This design comes from an exercise in tuning for small area, a short achievable clock period and few clock cycles on the open sky130 flow, not from production work.
The RTL was checked by simulation tests, not by an equivalence proof against the original design.
No activity file was given, so power comes from the tool's default toggle rates.

==> design.v <==
`default_nettype none
package tl_pkg;
	localparam int addr_width = 32;
	typedef logic [addr_width-1:0] addr_t;
	typedef logic [2:0] opcode_t;
	typedef logic [3:0] size_t;     
	typedef logic [0:0] source_t;
	localparam opcode_t op_put_full    = 3'd0;
	localparam opcode_t op_put_partial = 3'd1;
	localparam opcode_t op_arithmetic  = 3'd2;
	localparam opcode_t op_logical     = 3'd3;
	localparam opcode_t op_get         = 3'd4;
	localparam opcode_t op_intent      = 3'd5;
	localparam opcode_t op_access_ack      = 3'd0;
	localparam opcode_t op_access_ack_data = 3'd1;
	typedef enum logic [2:0] {
		region_none,
		region_debug,
		region_error_dev,
		region_rom,
		region_clint,
		region_plic,
		region_mmio,
		region_dtim
	} region_e;
	typedef struct packed {
		logic readable;
		logic writable;
	} perm_t;
	localparam int    region_count = 8;
	localparam addr_t dtim_base    = 32'h8000_0000;
	localparam perm_t perm_no = 2'b00;   
	localparam perm_t perm_ro = 2'b10;
	localparam perm_t perm_rw = 2'b11;
	localparam logic [region_count*addr_width-1:0] region_base = {
		dtim_base,    32'h6000_0000, 32'h0c00_0000, 32'h0200_0000,
		32'h0001_0000, 32'h0000_3000, 32'h0000_0000, 32'h0000_0000
	};
	localparam logic [region_count*addr_width-1:0] region_limit = {
		dtim_base + 32'h4000, 32'h8000_0000, 32'h1000_0000, 32'h0201_0000,
		32'h0002_0000,        32'h0000_4000, 32'h0000_1000, 32'h0000_0000
	};
	localparam logic [region_count*2-1:0] region_perm = {
		perm_rw, perm_rw, perm_rw, perm_rw, perm_ro, perm_rw, perm_rw, perm_no
	};
	localparam int reset_hold_cycles = 5;
endpackage
`default_nettype wire
`timescale 1ns/1ns
`default_nettype none
module reset_stretch (
	input  logic clock,
	input  logic reset,
	output logic int_reset
);
	localparam int hold_w = $clog2(tl_pkg::reset_hold_cycles + 1);
	logic [hold_w-1:0] hold_count;
	always_ff @(posedge clock) begin
		if (reset)
			hold_count <= hold_w'(tl_pkg::reset_hold_cycles);
		else if (hold_count != '0)
			hold_count <= hold_count - 1'b1;
	end
	assign int_reset = reset || hold_count != '0;   
endmodule
`default_nettype wire
`timescale 1ns/1ns
`default_nettype none
module pma_check (
	input  tl_pkg::addr_t req_address,
	input  tl_pkg::size_t req_size,
	input  logic          req_write,
	output logic          allowed,
	output logic          in_ram
);
	tl_pkg::addr_t last_address;
	logic          first_r, first_w, first_dtim;
	logic          last_r, last_w, last_dtim;
	logic          aligned;
	function automatic logic [2:0] perm_of(input logic [31:0] a);
		logic rw, ro, dt;
		dt = a[31:14] == 18'h2_0000;
		rw = a[31:12] == 20'h0_0000            
		  || a[31:12] == 20'h0_0003            
		  || a[31:16] == 16'h0200              
		  || a[31:26] == 6'b0000_11            
		  || a[31:29] == 3'b011                
		  || dt;
		ro = a[31:16] == 16'h0001;             
		perm_of = {rw || ro, rw, dt};
	endfunction
	always_comb begin
		last_address = req_address + ((tl_pkg::addr_t'(1) << req_size) - tl_pkg::addr_t'(1));
		{first_r, first_w, first_dtim} = perm_of(req_address);
		{last_r, last_w, last_dtim}    = perm_of(last_address);
		case (req_size)
			4'd0:    aligned = 1'b1;
			4'd1:    aligned = !req_address[0];
			default: aligned = req_address[1:0] == 2'b00;
		endcase
		allowed = aligned && (req_write ? (first_w && last_w) : (first_r && last_r));
		in_ram  = first_dtim && last_dtim;
	end
endmodule
`default_nettype wire
`timescale 1ns/1ns
`default_nettype none
module tl_sequencer (
	input  logic            clock,
	input  logic            reset,
	output logic            a_ready,
	input  logic            a_valid,
	input  tl_pkg::opcode_t a_opcode,
	input  tl_pkg::size_t   a_size,
	input  tl_pkg::source_t a_source,
	input  tl_pkg::addr_t   a_address,
	input  logic [3:0]      a_mask,
	input  logic [31:0]     a_data,
	input  logic            d_ready,
	output logic            d_valid,
	output tl_pkg::opcode_t d_opcode,
	output tl_pkg::size_t   d_size,
	output tl_pkg::source_t d_source,
	output logic            d_denied,
	output logic            d_corrupt,
	output logic [31:0]     d_data,
	output tl_pkg::addr_t   req_address,
	output tl_pkg::size_t   req_size,
	output logic            req_write,
	input  logic            allowed,
	input  logic            in_ram,
	output logic            ram_write,
	output logic [6:0]      ram_windex,
	output logic [31:0]     ram_wdata,
	output logic [3:0]      ram_wmask,
	output logic [7:0]      ram_rrow,
	output logic [15:0]     ram_rcol,
	input  logic [31:0]     ram_rdata
);
	logic            av;
	tl_pkg::opcode_t a_op;
	tl_pkg::size_t   a_sz;
	tl_pkg::source_t a_src;
	tl_pkg::addr_t   a_addr;
	logic [3:0]      a_msk;
	logic [31:0]     a_dat;
	logic            bv;
	logic            b_last;
	logic [12:0]     b_rem;      
	logic [7:0]      b_row;      
	logic [15:0]     b_col;      
	logic            b_data_op;  
	logic            b_denied;
	logic            b_corrupt;
	tl_pkg::size_t   b_sz;
	tl_pkg::source_t b_src;
	logic            dv;
	logic            sv;
	logic [39:0]     s_beat;
	logic [39:0]     d_beat;
	logic            rdy;
	logic            b_free;
	logic            take;
	logic            issue;
	logic            av_n;
	logic            bv_n;
	logic            b_last_n;
	logic            sv_n;
	logic            is_get;
	logic            is_put;
	logic            get_ok;
	logic [12:0]     rem_load;
	logic [39:0]     beat;
	assign b_free = !bv || (b_last && !sv);
	assign take   = av && b_free;
	always_ff @(posedge clock)
		if (rdy) begin
			a_op   <= a_opcode;
			a_sz   <= a_size;
			a_src  <= a_source;
			a_addr <= a_address;
			a_msk  <= a_mask;
			a_dat  <= a_data;
		end
	assign req_address = a_addr;
	assign req_size    = a_sz;
	assign req_write   = a_op == tl_pkg::op_put_full;
	assign is_get = a_op == tl_pkg::op_get;
	assign is_put = a_op == tl_pkg::op_put_full;
	assign get_ok = is_get && allowed;
	always_comb begin
		rem_load = '0;
		if (get_ok && a_sz > 4'd2)
			rem_load = 13'((32'd1 << (a_sz - 4'd2)) - 32'd1);
	end
	assign ram_write  = take && is_put && a_sz <= 4'd2 && allowed && a_addr[31:14] == 18'h2_0000;
	assign ram_windex = a_addr[8:2];
	assign ram_wdata  = a_dat;
	assign ram_wmask  = a_msk;
	assign issue = bv && !sv;
	always_ff @(posedge clock) begin
		if (take) begin
			b_rem     <= rem_load;
			b_row     <= (get_ok && in_ram) ? 8'(1) << a_addr[8:6] : 8'd0;
			b_col     <= 16'(1) << a_addr[5:2];
			b_data_op <= is_get;
			b_denied  <= is_get ? !allowed : !(is_put && allowed && a_sz <= 4'd2);
			b_corrupt <= is_get && !allowed;
			b_sz      <= a_sz;
			b_src     <= a_src;
		end else if (issue) begin
			b_rem <= b_rem - 13'd1;
			b_col <= {b_col[14:0], b_col[15]};
			if (b_col[15])
				b_row <= {b_row[6:0], b_row[7]};
		end
	end
	assign ram_rrow = b_row;
	assign ram_rcol = b_col;
	assign beat = {b_data_op, b_sz, b_src, b_denied, b_corrupt, ram_rdata};
	always_ff @(posedge clock) begin
		if (!sv)
			s_beat <= beat;
		if (!dv || d_ready)
			d_beat <= sv ? s_beat : beat;
	end
	always_comb begin
		av_n     = rdy ? a_valid : av && !take;
		bv_n     = take || (bv && !(issue && b_last));
		b_last_n = take ? rem_load == '0 : (issue ? b_rem == 13'd1 : b_last);
		sv_n     = dv && !d_ready && (sv || issue);
	end
	always_ff @(posedge clock) begin
		if (reset) begin
			av     <= 1'b0;
			bv     <= 1'b0;
			dv     <= 1'b0;
			sv     <= 1'b0;
			rdy    <= 1'b1;
			b_last <= 1'b1;
		end else begin
			av     <= av_n;
			bv     <= bv_n;
			b_last <= b_last_n;
			dv     <= (dv && !d_ready) || sv || issue;
			sv     <= sv_n;
			rdy    <= !av_n || !bv_n || (b_last_n && !sv_n);
		end
	end
	assign a_ready   = rdy;
	assign d_valid   = dv;
	assign d_opcode  = {2'b00, d_beat[39]};
	assign d_size    = d_beat[38:35];
	assign d_source  = d_beat[34];
	assign d_denied  = d_beat[33];
	assign d_corrupt = d_beat[32];
	assign d_data    = d_beat[31:0];
endmodule
`default_nettype wire
`timescale 1ns/1ns
`default_nettype none
module backing_ram (
	input  logic        clock,
	input  logic        ram_write,
	input  logic [6:0]  ram_windex,
	input  logic [31:0] ram_wdata,
	input  logic [3:0]  ram_wmask,
	input  logic [7:0]  ram_rrow,
	input  logic [15:0] ram_rcol,
	output logic [31:0] ram_rdata
);
	logic [31:0] rterm [128];
	logic [7:0]  wrow;
	logic [63:0] wcol;    
	always_comb begin
		for (int r = 0; r < 8; r++)
			wrow[r] = ram_write && ram_windex[6:4] == 3'(r);
		for (int c = 0; c < 16; c++)
			for (int b = 0; b < 4; b++)
				wcol[c*4+b] = ram_windex[3:0] == 4'(c) && ram_wmask[b];
	end
	for (genvar w = 0; w < 128; w++) begin : g_word
		logic [31:0] word;
		always_ff @(posedge clock)
			for (int b = 0; b < 4; b++)
				if (wrow[w/16] && wcol[(w%16)*4+b])
					word[b*8 +: 8] <= ram_wdata[b*8 +: 8];
		assign rterm[w] = word & {32{ram_rrow[w/16] & ram_rcol[w%16]}};
	end
	always_comb begin
		ram_rdata = '0;
		for (int w = 0; w < 128; w++)
			ram_rdata = ram_rdata | rterm[w];
	end
endmodule
`default_nettype wire
`timescale 1ns/1ns
`default_nettype none
module tl_responder #(
	parameter int data_width = 32,
	parameter int ram_words  = 128
) (
	input  logic                    clock,
	input  logic                    reset,
	output logic                    a_ready,
	input  logic                    a_valid,
	input  tl_pkg::opcode_t         a_opcode,
	input  tl_pkg::size_t           a_size,
	input  tl_pkg::source_t         a_source,
	input  tl_pkg::addr_t           a_address,
	input  logic [data_width/8-1:0] a_mask,
	input  logic [data_width-1:0]   a_data,
	input  logic                    d_ready,
	output logic                    d_valid,
	output tl_pkg::opcode_t         d_opcode,
	output tl_pkg::size_t           d_size,
	output tl_pkg::source_t         d_source,
	output logic                    d_denied,
	output logic                    d_corrupt,
	output logic [data_width-1:0]   d_data
);
	tl_pkg::addr_t req_address;
	tl_pkg::size_t req_size;
	logic          req_write;
	logic          allowed;
	logic          in_ram;
	logic          ram_write;
	logic [6:0]    ram_windex;
	logic [31:0]   ram_wdata;
	logic [3:0]    ram_wmask;
	logic [7:0]    ram_rrow;
	logic [15:0]   ram_rcol;
	logic [31:0]   ram_rdata;
	tl_sequencer tl_sequencer_i (
		.clock       (clock),
		.reset       (reset),
		.a_ready     (a_ready),
		.a_valid     (a_valid),
		.a_opcode    (a_opcode),
		.a_size      (a_size),
		.a_source    (a_source),
		.a_address   (a_address),
		.a_mask      (a_mask),
		.a_data      (a_data),
		.d_ready     (d_ready),
		.d_valid     (d_valid),
		.d_opcode    (d_opcode),
		.d_size      (d_size),
		.d_source    (d_source),
		.d_denied    (d_denied),
		.d_corrupt   (d_corrupt),
		.d_data      (d_data),
		.req_address (req_address),
		.req_size    (req_size),
		.req_write   (req_write),
		.allowed     (allowed),
		.in_ram      (in_ram),
		.ram_write   (ram_write),
		.ram_windex  (ram_windex),
		.ram_wdata   (ram_wdata),
		.ram_wmask   (ram_wmask),
		.ram_rrow    (ram_rrow),
		.ram_rcol    (ram_rcol),
		.ram_rdata   (ram_rdata)
	);
	pma_check pma_check_i (
		.req_address (req_address),
		.req_size    (req_size),
		.req_write   (req_write),
		.allowed     (allowed),
		.in_ram      (in_ram)
	);
	backing_ram backing_ram_i (
		.clock      (clock),
		.ram_write  (ram_write),
		.ram_windex (ram_windex),
		.ram_wdata  (ram_wdata),
		.ram_wmask  (ram_wmask),
		.ram_rrow   (ram_rrow),
		.ram_rcol   (ram_rcol),
		.ram_rdata  (ram_rdata)
	);
endmodule
`default_nettype wire
==> run.sh <==
#!/bin/bash
# synth_recipe.tcl (not shown) runs the flow's synth.tcl, then flattens the netlist and writes it again
# the make line also repeats each setting of config.mk as NAME=value (left out here)
make -C /OpenROAD-flow-scripts/flow DESIGN_CONFIG=/design/flow/config.mk WORK_HOME=/design/flow/orfs CLKGATE_MAP_FILE= SYNTH_SCRIPT=/design/flow/synth_recipe.tcl finish
==> config.mk <==
export PLATFORM = sky130hd
export DESIGN_NAME = tl_responder
export DESIGN_NICKNAME = tl_responder
export VERILOG_FILES = /design/flow/design.v
export SDC_FILE = /design/flow/constraint.sdc
export NUM_CORES = 4
export LEC_CHECK = 0
export CAP_MARGIN = 20
export CORE_MARGIN = 2
export CORE_UTILIZATION = 25
export PLACE_DENSITY = 0.35
export SLEW_MARGIN = 20
export SYNTH_MEMORY_MAX_BITS = 16384
==> constraint.sdc <==
create_clock -name core_clock -period 12.0 [get_ports {clock}]
set_input_delay 2.4000 -clock core_clock [delete_from_list [all_inputs] [get_ports {clock}]]
set_output_delay 2.4000 -clock core_clock [all_outputs]
set_load 0.01 [all_outputs]
==> summary.txt <==
status=complete, no violations; CTS Buffer Depth=4; critical path launch point type=flip-flop; Worst Max-Slew Pin Slew=1.450 ns; kind of critical path=flip-flop to flip-flop; Setup TNS=0 ns; fmax=129.4 MHz; Reg-to-Reg Start=tl_sequencer_i.a_sz[1]$_DFFE_PP_; Final setup violation count=0; most frequent cell after synthesis=edfxtp_1; worst hold-check path type=flip-flop to flip-flop; Fin. Hold Viols=0; Synth area leaders=edfxtp_1 (80%), a22oi_1 (3.7%), a221oi_1 (3.3%); Reg2Reg Depth=20; Post-synth EDFFs=4,257; Gate Count Post-Synth=~8.9k; Post-CTS Setup Inserts=0; Syn Std Cell Area=~160,000 sq um; Clock transition at path regs=around 0.070 ns; total of warnings raised by yosys=4; ANT nets after route=0; largest net degree at the start of global routing=~130; P per Cell Area=183.1 nW/um^2; top-area cell type share of the netlist area=around four fifths; DIE WIDTH=805.5 microns; layout cells sized above 1=a little under a fifth; Final Instance Area=190,300 sq um; CTS tree=done; worst setup path endpoint=backing_ram_i.g_word[124].word[3]$_DFFE_PP_; Max Fanout on Critical Path=29; Nets=roughly 9.3k; Final Cycle Share=64.38%; Worst Path Arrival=8.46 ns; worst hold path cell count=0; # port buffers=121; Max VDD drop=0.0001386 V; Unique masters post-synth=76; Vias=111.8k; Clock Skew=0.1066 ns; gr usage total=31.56%; Worst-Skew Late Latency=1.13 ns; TritonCTS Buffers=a little under 500; FF-to-FF End=backing_ram_i.g_word[124].word[3]$_DFFE_PP_; top cells by count, synth=edfxtp_1 (4,257), a22oi_1 (788), a221oi_1 (603), a22o_1 (598), clkbuf_1 (509); Final Critical Period=7.725 ns; detailed placer's ending HPWL=~730,000 microns; die height=805.5 microns; vias in the first global route=around 100k; detailed-router iteration count before antenna repair=9; initial antenna violation count=roughly 160; nature of the critical path endpoint=flip-flop; top_reg_cell synth=edfxtp_1; initial DRC count=24.32k; routability cong.=around 1.0; Area after DPL=around 170,000 sq um; r2r setup slk=~4.3 ns; via/cell ratio=about 6; Slew Viols, Final=0; Die ar.=648,900 sq um; area leader, netlist=edfxtp_1; post-synthesis sequential area ratio=approximately four fifths; CP Data Required Time=about 13 ns; P_leak=between 50 and 60 nW; DRC Markers=0; Syn Area/Cell=~18 sq um; Clock Tree Root=clkbuf_16; Starting Density=25.08%; hold buffer count at CTS=0; Clock H-tree levels=5; Slew Limit Headroom=3.356%; TritonCTS Sinks=4,303; Syn-to-layout area delta=18.48%; first-pass GRT wire length=between 1,000,000 and 1,500,000 microns; WL final=around 1,100,000 microns; io pins=124; total grt overflow=0; Site Rows=between 200 and 300; core area=640,400 sq um; Seq cells post-synth=4,303; max_cap viols=0; Avg WL per Cell=58.21 microns; unrepaired setup endpoints after global routing=false; FFs w/ async S/R, synth=0%; crit path from=tl_sequencer_i.a_sz[1]$_DFFE_PP_; CTS-repair resized insts=0
[routing by layer]
layer	vias to the layer above	routed length (microns)	global-route usage, %
li1	38260	-	-
met1	60110	399400	40.11
met2	10830	447900	46.20
met3	2573	121500	9.369
met4	50	92780	21.75
met5	-	306	0
[area by class of cell]
cell class,instances,area (sq um)
inverters,85,321.6
fillers,62540,450100
clock inverters,307,3107
clock buffers,576,12560
flip-flops and latches,4303,128800
multi-input cells,3854,30470
repair buffers,460,4156
well taps,8584,10740
diodes,74,185.2
[logic make-up (layout without fill, tap and decap cells)]
group                    count (synthesis)  in the layout  share of synthesized area [%]
buffers and inverters                  730           1428                          1.851
AO/OA/AOI/OAI                         2238           2238                          11.31
flip-flops                            4303           4303                          80.16
adder cells (fa/ha/maj)                 60             60                         0.4674
XOR/XNOR                                29             29                         0.1581
AND/OR/NAND/NOR                       1512           1512                          5.956
other                                    1             76                       0.002335
multiplexers                            13             13                        0.08803
[per-stage QoR]
| stage | setup WS [ns] | util [%] | total power, mW | hold WS, ns | std cells |
|---|---|---|---|---|---|
| after global placement | 4.429 | 27.20 | 19.73 | 0.4097 | 17270 |
| final | 4.275 | 29.71 | 34.84 | 0.4192 | 18240 |
| after CTS | 4.432 | 29.67 | 34.66 | 0.4191 | 18160 |
| after detailed placement | 4.406 | 27.22 | 19.70 | 0.4197 | 17280 |
| after global routing | 3.979 | 29.69 | 35.23 | 0.4321 | 18190 |
| after floorplan | 6.731 | - | 17.87 | 0.4003 | 8887 |
[where the power goes]
| group | internal [mW] | total [mW] | switching, mW |
|---|---|---|---|
| logic | 0.522 | 2.96 | 2.43 |
| clock network | 8.54 | 15.3 | 6.75 |
| registers | 16.6 | 16.6 | 0.0458 |
[cells in the final DEF (no fill, tap or decap), types with 12 or more instances in the layout]
cell type        count
clkinvlp_4          14
clkbuf_16          486
a221oi_1           603
clkbuf_1            84
clkinv_1            99
and2_4             127
xnor2_1             16
nand2b_1            12
a21oi_1             76
nand2_2             24
o21ai_0             31
bufinv_16           51
a222oi_1            30
nor2_1              57
ha_1                60
buf_4              292
a22oi_1            788
nor3_1              76
nor3_2             499
clkdlybuf4s50_1    119
nand2_1            166
nor4_1              56
buf_12              34
a22o_1             598
clkinv_2           108
inv_1               83
a2bb2oi_1           14
nand3_1            118
o22ai_1             13
edfxtp_1          4257
nand4_1            307
diode_2             74
o21a_1              19
nor3_4              16
xor2_1              13
dfxtp_1             44
[how the worst min path moves through the flow]
stage	startpoint	end	slack, ns
floorplan	tl_sequencer_i.a_src$_DFFE_PP_	tl_sequencer_i.b_src$_DFFE_PP_	0.40
global placement	tl_sequencer_i.a_src$_DFFE_PP_	tl_sequencer_i.b_src$_DFFE_PP_	0.41
detailed placement	tl_sequencer_i.a_src$_DFFE_PP_	tl_sequencer_i.b_src$_DFFE_PP_	0.42
CTS	tl_sequencer_i.a_src$_DFFE_PP_	tl_sequencer_i.b_src$_DFFE_PP_	0.42
global route	tl_sequencer_i.a_src$_DFFE_PP_	tl_sequencer_i.b_src$_DFFE_PP_	0.43
finish	tl_sequencer_i.a_src$_DFFE_PP_	tl_sequencer_i.b_src$_DFFE_PP_	0.42
[sequential cells by signal (all words and copies together), names as in the netlist]
name and flops:
tl_sequencer_i.a_src 1, tl_sequencer_i.b_rem 13, tl_sequencer_i.a_sz 4, tl_sequencer_i.av 1, tl_sequencer_i.a_op 3, tl_sequencer_i.b_corrupt 1
tl_sequencer_i.b_col 16, backing_ram_i.g_word.word 4096, tl_sequencer_i.b_src 1, tl_sequencer_i.a_addr 32, tl_sequencer_i.rdy 1, tl_sequencer_i.b_last 1
tl_sequencer_i.sv 1, tl_sequencer_i.dv 1, tl_sequencer_i.s_beat 40, tl_sequencer_i.b_denied 1, tl_sequencer_i.bv 1, tl_sequencer_i.a_msk 4
tl_sequencer_i.b_data_op 1, tl_sequencer_i.b_sz 4, tl_sequencer_i.b_row 8, tl_sequencer_i.d_beat 40, tl_sequencer_i.a_dat 32
[worst max-delay path, cell delays in order, from the launching register on]
cell,delay (ns)
edfxtp_1,0.64
inv_1,0.17
nor2_1,0.37
nand3_1,0.17
ha_1,0.31
inv_1,0.04
ha_1,0.48
and4_1,0.24
a311oi_1,0.06
o311ai_0,0.68
o31ai_1,0.19
xor2_1,0.19
o2111ai_1,0.19
nor3b_1,0.26
nand4bb_1,0.17
a21oi_1,0.52
o2111ai_4,0.49
buf_4,0.49
buf_4,0.32
buf_4,0.38
nor3_1,0.91
Testbench counts, summed over its fixed seeds: cycles 50,337.

-- re-timing with driven ports --
No port has a modelled driver above. Below, the same layout with a new extraction and two added sets of constraints. Step 1: set_driving_cell puts a clkbuf_16 on clock and a buf_2 on each other input, an assumption about the parent block. Step 2, shift: input delay + t, output delay - t, t = (earliest + latest rising clock arrival at the registers) / 2. This alone moves slack from input paths to output paths. Three values: ideal ports, drivers, drivers and shift; two values: the first two.
shift t [ns]: 1.232
setup WS [ns]: 4.275 / 4.275 / 4.275
hold WS [ns]: 0.419 / 0.419 / 0.419
worst setup path at the end: register to register
worst data-port slew with drivers (ns): 0.06
After both steps this run still meets setup and hold. The setup slack of this run moves by 0.000 ns with the drivers and by 0.000 ns with both steps.
